Source: an optimization exercise on an open RTL-to-GDS flow (aim: small area and a short achievable clock period). Production flows keep margins and buffers that such runs may drop. The RTL was checked by simulation tests, not by an equivalence proof against the original design. Power figures rest on the tool's default switching activity, not on a simulated workload.

## stream_fifo
module stream_fifo #(
  parameter int WIDTH = 16,
  parameter int DEPTH = 256
) (
  input  logic                       clock,
  input  logic                       reset,
  input  logic [WIDTH-1:0]           in_data,
  input  logic                       in_valid,
  output logic                       in_ready,
  output logic [WIDTH-1:0]           out_data,
  output logic                       out_valid,
  input  logic                       out_ready,
  output logic [$clog2(DEPTH):0]     count,
  output logic                       full,
  output logic                       empty
);
  localparam int AW    = $clog2(DEPTH);
  localparam int CW    = AW + 1;
  localparam int PW    = stream_fifo_pkg::PHASE_BITS;
  localparam int NPH   = 1 << PW;
  localparam int LW    = AW - PW;
  localparam int NLOOP = (DEPTH >> PW) - 1;
  logic [PW-1:0]        ph_b;       
  logic [NPH-1:0]       ph_oh;
  logic                 v1;         
  logic [WIDTH-1:0]     p1d;
  logic [AW-1:0]        tw_b;       
  logic [NPH-1:0]       tw_oh;
  logic [AW-1:0]        rh_b;       
  logic [NPH-1:0]       rh_oh;
  logic                 big;                
  logic                 dl_0, dl_1;         
  logic                 tge_q, seq_q;       
  logic                 gec_q, gek_q;       
  logic                 lt0_q, eq0_q;       
  logic                 lt1_q, eq1_q;       
  logic [LW-1:0]        tw_l, rh_l;         
  logic [LW-1:0]        dl;                 
  logic [NPH*WIDTH-1:0] wd;         
  logic [NPH-1:0]       wv;
  logic [NPH*WIDTH-1:0] rd;         
  logic [NPH-1:0]       rv;         
  logic [NPH-1:0]       sv;         
  ...
==> flow/config.mk <==
export PLATFORM = sky130hd
export DESIGN_NAME = stream_fifo
export DESIGN_NICKNAME = stream_fifo
export VERILOG_FILES = /design/flow/design.v
export SDC_FILE = /design/flow/constraint.sdc
export NUM_CORES = 4
export LEC_CHECK = 0
export ABC_CLOCK_PERIOD_IN_PS = 2000
export CAP_MARGIN = 20
export CORE_MARGIN = 2
export CORE_UTILIZATION = 47
export CTS_CLUSTER_DIAMETER = 80
export CTS_CLUSTER_SIZE = 28
export SETUP_SLACK_MARGIN = 2.5
export SLEW_MARGIN = 20
==> flow/constraint.sdc <==
create_clock -name core_clock -period 5.0 [get_ports {clock}]
set_input_delay 1.0000 -clock core_clock [delete_from_list [all_inputs] [get_ports {clock}]]
set_output_delay 1.0000 -clock core_clock [all_outputs]
set_load 0.01 [all_outputs]
run.sh (not shown) runs the stock make flow with config.mk's settings and CLKGATE_MAP_FILE= SYNTH_SCRIPT=/design/flow/synth_recipe.tcl, a recipe that flattens the netlist after the stock synthesis.
The first run completed and failed the layout checks on antenna violations.
Change:
Settings changed: CORE_UTILIZATION 47 to 40, SETUP_SLACK_MARGIN 2.5 to 3.0.
=> This time the run finished with timing, DRC and antenna clean; final area climbs by a few percent; via count climbs by a few percent; non-clock buffer count climbs by 99; flip-flop and latch count stays the same; die area climbs by about a fifth; routed wire length climbs by a few percent; combinational power climbs by about a fifth.
Change:
Settings changed: PLACE_DENSITY set to 0.8, SETUP_SLACK_MARGIN 3.0 to 2.5.
The new run passed the timing, design-rule and antenna checks; final area went down by 1.9%; synthesized cell count does not change; area after synthesis stays the same; setup slack degrades by 0.028 ns; global-route usage went down by 0.49 points; total power stays flat; first-iteration DRC count went up by 7.3%; routed wire length went down by 0.80%; fmax went down by 1.0%; via count went up by 1.9%.
Change:
Settings changed: ABC_CLOCK_PERIOD_IN_PS 2000 to 1200, PLACE_DENSITY 0.8 to not set.
Combinational power fell by 16%; clock power stays flat; cell count is about the same; clock-buffer cell count is higher by 1; wire length went down by 4.8%.
Change:
Settings changed: ABC_CLOCK_PERIOD_IN_PS 1200 to 2000.
Effect: The new run passed the timing, design-rule and antenna checks. First-iteration DRC count stays the same. Hold slack is unchanged. Worst setup slack stays the same. Final area stays the same.

* * *

the previous run:
stream_fifo, a different RTL version from the one above (not shown whole).
For scale: roughly 7000 cells after synthesis, about 4400 flip-flops.
// stream_fifo
module stream_fifo #(
  parameter int WIDTH = 16,
  parameter int DEPTH = 256
) (
  input  logic                       clock,
  input  logic                       reset,
  input  logic [WIDTH-1:0]           in_data,
  input  logic                       in_valid,
  output logic                       in_ready,
  output logic [WIDTH-1:0]           out_data,
  output logic                       out_valid,
  input  logic                       out_ready,
  output logic [$clog2(DEPTH):0]     count,
  output logic                       full,
  output logic                       empty
);
Settings: LEC_CHECK=0, ABC_CLOCK_PERIOD_IN_PS=2000, CAP_MARGIN=20, CORE_MARGIN=2, CORE_UTILIZATION=55, CTS_CLUSTER_DIAMETER=80, CTS_CLUSTER_SIZE=28, SETUP_SLACK_MARGIN=2.5, SLEW_MARGIN=20; clock period 5.0 ns.
Modified inputs, the current run compared to the previous run
Settings: CORE_UTILIZATION: 55 -> 40.
Notes after the runs:
| total power | lower: the previous run |. [compare] base=the previous run new=the current run: detailed route wirelength on metal3 climbed 5.4%; cell area went up by 1.5%; sequential share of cell area went down 1.1 points; non-clock buffering overhead in the final layout higher. Upper clock frequency limit (the current run vs. the previous run) increases by a few percent. Compared with the previous run, the current run shows first-pass GRT wire length higher by about 1%. Comparing the current run and the previous run, the lower part of the total power dissipated in combinational logic is on the current run.

port drivers added, routing unchanged:
How much do the figures lean on ideal ports? The routed layouts below were timed once more, with nothing changed but the port constraints. Step 1: set_driving_cell puts a clkbuf_16 on clock and a buf_2 on each other input, an assumption about the parent block. Step 2 moves the port delays by t, midway between the first and last clock arrival at a register: inputs arrive t later, outputs are due t later. That takes back most of the time a late clock gives input paths. Three values: ideal, step 1, step 2; two values: the first two.
run | shift t [ns] | setup WS [ns] | worst setup path at the end | slew at the worst register clock pin (ns)
the first run of note 1 | 0.956 | 2.329 / 2.329 / 1.696 | input to register | 0.11 / 0.11
the second run of note 1 | 0.947 | 2.276 / 2.276 / 2.226 | input to register | 0.11 / 0.11
the third run of note 1 | 0.973 | 2.248 / 2.248 / 1.520 | input to register | 0.11 / 0.11
the fourth run of note 1 | 0.959 | 2.286 / 2.286 / 1.801 | input to register | 0.11 / 0.11
the fifth run of note 1 | 0.959 | 2.286 / 2.286 / 1.801 | input to register | 0.11 / 0.11
the previous run | 0.941 | 1.561 / 1.561 / 1.561 | register to register | 0.11 / 0.11
the current run | 0.969 | 1.640 / 1.640 / 1.535 | input to register | 0.12 / 0.12
The setup slack of the third run of note 1, which loses most, moves by 0.000 ns with the drivers and by -0.728 ns with both steps.
